From an optimization exercise on the open Yosys and OpenROAD flow, aimed at small area, a short achievable clock period and few clock cycles per item; shortcuts taken in it are not production practice. RTL that was checked went through simulation tests only; none was proved equivalent to the original. Power and IR drop assume default switching activity.

## priority_semaphore_bank_top
module priority_semaphore_bank_top (
    input  logic         aclk,
    input  logic         aresetn,
    input  logic         s_tvalid,
    output logic         s_tready,
    input  logic [47:0]  s_tdata,
    output logic         m_tvalid,
    input  logic         m_tready,
    output logic [15:0]  m_tdata,
    input  logic         cfg_valid,
    output logic         cfg_ready,
    input  logic [0:0]   cfg_index,
    input  logic [63:0]  cfg_data
);
Size in the first run: roughly 1,600 cells after synthesis, about 510 flip-flops, roughly 140 I/O pins, ~21,000 µm² of cells after synthesis.
export LEC_CHECK = 0
export CAP_MARGIN = 20
export CORE_MARGIN = 2
export CORE_UTILIZATION = 40
export CTS_BUF_LIST = sky130_fd_sc_hd__clkbuf_8
export CTS_CLUSTER_DIAMETER = 80
export CTS_CLUSTER_SIZE = 16
export SETUP_SLACK_MARGIN = 2.7
export SLEW_MARGIN = 20
create_clock -name core_clock -period 5.0 [get_ports {aclk}]
standard.sh (not shown) runs the stock make flow with config.mk's settings and CLKGATE_MAP_FILE= SYNTH_SCRIPT=/design/flow/synth_recipe.tcl, a recipe that flattens the netlist after the stock synthesis.
==> flow/flow/run.sh <==
#!/bin/bash
# Own layout flow: the standard ORFS flow (standard.sh: the unchanged
# synthesis script and registers, the design's clock and constraints), with
# two settings added on the make command line:
#  - the slow OR3 / OR4 cells are marked don't-use, on top of the platform's
#    own list, so synthesis and repair build wide ORs from faster gates;
#  - the port buffers that buffer_ports inserts on every input and output are
#    sky130_fd_sc_hd__buf_2.
# make's output goes to standard.log in the work folder; ORFS writes each
# step's tool log under orfs/logs/.
set -euo pipefail
cd "$(dirname "$0")/.."

PLATFORM_DONT_USE="$(sed -n '/^export DONT_USE_CELLS += /,/^#/p' "$FLOW_HOME/platforms/sky130hd/config.mk" \
  | sed -e 's/export DONT_USE_CELLS += //' -e 's/\\//g' -e 's/^#.*//' | tr -s ' \n' ' ')"

EXTRA=""
for c in or3_1 or3_2 or3_4 or3b_1 or3b_2 or3b_4 \
         or4_1 or4_2 or4_4 or4b_1 or4b_2 or4b_4 or4bb_1 or4bb_2 or4bb_4; do
  EXTRA="$EXTRA sky130_fd_sc_hd__$c"
done

echo "DONT_USE_CELLS=$PLATFORM_DONT_USE $EXTRA" > dont_use.txt
bash standard.sh "DONT_USE_CELLS=$PLATFORM_DONT_USE $EXTRA" \
  "BUFFER_PORTS_ARGS=-buffer_cell sky130_fd_sc_hd__buf_2" finish > standard.log 2>&1
Testbench counts at the start, summed over its fixed seeds: cycles 19,296, items 19,200.
Then changed:
--- a/flow/design.v
+++ b/flow/design.v
@@ -15,13 +15,12 @@
     output logic [31:0] drop,
     output logic [5:0]  prio,
     output logic        two
 );
     logic [31:0] s [6];    
     logic [31:0] above;    
-    logic [31:0] top;
     logic [15:0] a1, t1;   
     logic [7:0]  a2, t2;
     logic [3:0]  a3, t3;
     logic [1:0]  a4, t4;
     always_comb begin
         s[0] = vec;
@@ -30,16 +29,20 @@
                 if (((i >> k) & 1) == 0) s[k+1][i] = s[k][i] | s[k][((i >> k) + 1) << k];
                 else                     s[k+1][i] = s[k][i];
             end
         end
         above = {1'b0, s[5][31:1]};
         drop  = vec & above;
-        top   = vec & ~above;
         prio  = '0;
-        for (int i = 0; i < 32; i++) begin
-            prio = prio | ({6{top[i]}} & 6'(i + 1));
+        for (int k = 0; k < 6; k++) begin
+            for (int lo = 0; lo < 32; lo++) begin
+                if ((((lo + 1) >> k) & 1) == 1 && (lo == 0 || ((lo >> k) & 1) == 0)) begin
+                    if (lo + (1 << k) > 31) prio[k] = prio[k] | s[5][lo];
+                    else prio[k] = prio[k] | (s[5][lo] & ~s[5][lo + (1 << k)]);
+                end
+            end
         end
         for (int i = 0; i < 16; i++) begin
             a1[i] = vec[2*i] | vec[2*i+1];
             t1[i] = vec[2*i] & vec[2*i+1];
         end
         for (int i = 0; i < 8; i++) begin
@@ -63,14 +66,16 @@
     input  logic        cfg_mask,     
     input  logic        cfg_counts,   
     input  logic [63:0] cfg_data,
     input  logic [2:0]  rd_sem,       
     input  logic [7:0]  rd_bank,      
     input  logic        ex_fire,
+    input  logic [7:0]  ex_we,        
     input  logic [2:0]  sem,          
-    input  logic [4:0]  pidx,
+    input  logic [3:0]  plo,          
+    input  logic [7:0]  phi,          
     input  logic        op_wait,      
     input  logic        op_block,     
     input  logic        op_sig,       
     input  logic        op_res,       
     output logic [1:0]  status,
     output logic        rel_valid,
@@ -130,15 +135,15 @@
         lz = {pz[4][14:0], 1'b1};
         lo = {po[4][14:0], 1'b1};
     end
     assign eq1  = c[0] & (c[15:1] == 15'd0);
     assign eqfe = ~c[0] & (c[15:1] == 15'h7FFF);
     always_comb begin
-        for (int i = 0; i < 32; i++) pbit[i] = (pidx == 5'(i));
+        for (int i = 0; i < 32; i++) pbit[i] = plo[i % 4] & phi[i / 4];
     end
-    assign hit = b[pidx];
+    assign hit = |(b & pbit);
     psb_prienc u_prienc (
         .vec  (b),
         .drop (drop),
         .prio (top_prio),
         .two  (two)
     );
@@ -176,13 +181,13 @@
     assign any_wd   = any_new & keep;
     for (genvar s = 0; s < 8; s++) begin : g_sem
         logic        we;
         logic [7:0]  bt;
         logic [15:0] cw;
         assign bt = cfg_data[8*s +: 8];
-        assign we = ~aresetn | cfg_counts | (ex_fire & (sem == 3'(s)));
+        assign we = ~aresetn | cfg_counts | ex_we[s];
         assign cw[15:8] = cnt_base[15:8];
         assign cw[7:0]  = cfg_counts ?
                           {bt[7:1] & {7{cmask_reg[s]}}, cmask_reg[s] ? bt[0] : (bt != 8'd0)} :
                           cnt_base[7:0];
         always_ff @(posedge aclk) begin
             if (we) begin
@@ -248,12 +253,16 @@
     logic       r_vld, x_vld, o0_vld, o1_vld;
     req_t       r_req, x_req, s_req;
     logic [8:0] o0, o1, rsp;
     logic       s_fire, x_fire, r_move, o_pop;
     logic       r_vld_n, x_vld_n, o0_vld_n, o1_vld_n, r_move_n;
     logic [7:0] bank_n, bank_sel;
+    logic       take;
+    logic [7:0] ex_we;            
+    logic [3:0] x_plo;            
+    logic [7:0] x_phi;
     logic [1:0] mode;
     logic [5:0] prio;
     logic       prio_ok, tmo_nz;
     logic [1:0] status;
     logic       rel_valid;
     logic [5:0] rel_prio;
@@ -267,14 +276,14 @@
     assign s_req.op_block = (mode == 2'd0) && tmo_nz && prio_ok;
     assign s_req.op_sig   = (mode == 2'd1);
     assign s_req.op_res   = (mode == 2'd2) && prio_ok;
     assign cfg_ready = 1'b1;
     assign x_fire   = x_vld && !o1_vld;
     assign r_move   = r_vld && (!x_vld || x_fire);
-    assign s_tready = !r_vld || !x_vld || x_fire;
-    assign s_fire   = s_tvalid && s_tready;
+    assign s_tready = take;
+    assign s_fire   = s_tvalid && take;
     assign o_pop    = o0_vld && m_tready;
     always_comb begin
         if (!aresetn) begin
             r_vld_n  = 1'b0;
             x_vld_n  = 1'b0;
             o0_vld_n = 1'b0;
@@ -297,17 +306,24 @@
     always_ff @(posedge aclk) begin
         r_vld    <= r_vld_n;
         x_vld    <= x_vld_n;
         o0_vld   <= o0_vld_n;
         o1_vld   <= o1_vld_n;
         bank_sel <= bank_n;
+        take     <= !r_vld_n || !x_vld_n || !o1_vld_n;
+        ex_we    <= (x_vld_n && !o1_vld_n) ?
+                    (8'd1 << (r_move ? r_req.sem : x_req.sem)) : 8'd0;
     end
     assign rsp = {rel_prio, rel_valid, status};
     always_ff @(posedge aclk) begin
         if (s_fire) r_req <= s_req;
-        if (r_move) x_req <= r_req;
+        if (r_move) begin
+            x_req <= r_req;
+            x_plo <= 4'd1 << r_req.pidx[1:0];
+            x_phi <= 8'd1 << r_req.pidx[4:2];
+        end
         if (!o0_vld || o_pop) begin
             o0 <= o1_vld ? o1 : rsp;
         end else if (!o1_vld) begin
             o1 <= rsp;
         end
     end
@@ -317,14 +333,16 @@
         .cfg_mask   (cfg_valid && (cfg_index == 1'b0)),
         .cfg_counts (cfg_valid && (cfg_index == 1'b1)),
         .cfg_data   (cfg_data),
         .rd_sem     (r_req.sem),
         .rd_bank    (bank_sel),
         .ex_fire    (x_fire),
+        .ex_we      (ex_we),
         .sem        (x_req.sem),
-        .pidx       (x_req.pidx),
+        .plo        (x_plo),
+        .phi        (x_phi),
         .op_wait    (x_req.op_wait),
         .op_block   (x_req.op_block),
         .op_sig     (x_req.op_sig),
         .op_res     (x_req.op_res),
         .status     (status),
         .rel_valid  (rel_valid),
After rerunning:
- hold slack gets better by 0.012 ns
- sequential cell count came out higher by 16
- power goes down slightly
- fmax shrinks slightly
- worst setup slack got worse by 0.031 ns
- core utilization went down by 1.4 points
- via count is lower slightly
- clock power hardly moves
- global-route usage came out higher by 0.79 points
- final area is lower slightly
- sequential share of layout area came out higher by 2.2 points
- combinational power decreases by about a fifth
- synthesized cell count grows slightly
Only the layout flow was run in the second run of this note; the RTL was not checked for function there.

## port drivers added, routing unchanged
Ports are ideal in the flow. The routed layouts listed here were re-timed in OpenROAD. Step 1 assumes that a clkbuf_16 drives the clock port and a buf_2 every other input. Step 2 times the ports against the registers' clock, not the clock port: input delays grow and output delays shrink by t, the midpoint of the rising clock arrivals with the driver on. Slacks: no drivers / after step 1 / after step 2; pairs: no drivers / after step 1.
run | t, ns | slack for setup (ns) | worst setup path at the end | pins driven straight from the clock port
the first run | 0.689 | 2.585 / 2.530 / 2.067 | input to register | 1
the second run | 0.667 | 2.554 / 2.585 / 1.918 | input to register | 1
After both steps every run listed still meets setup and hold. For the second run, which loses most, drivers alone change the setup slack by +0.031 ns; drivers and shift together by -0.636 ns.
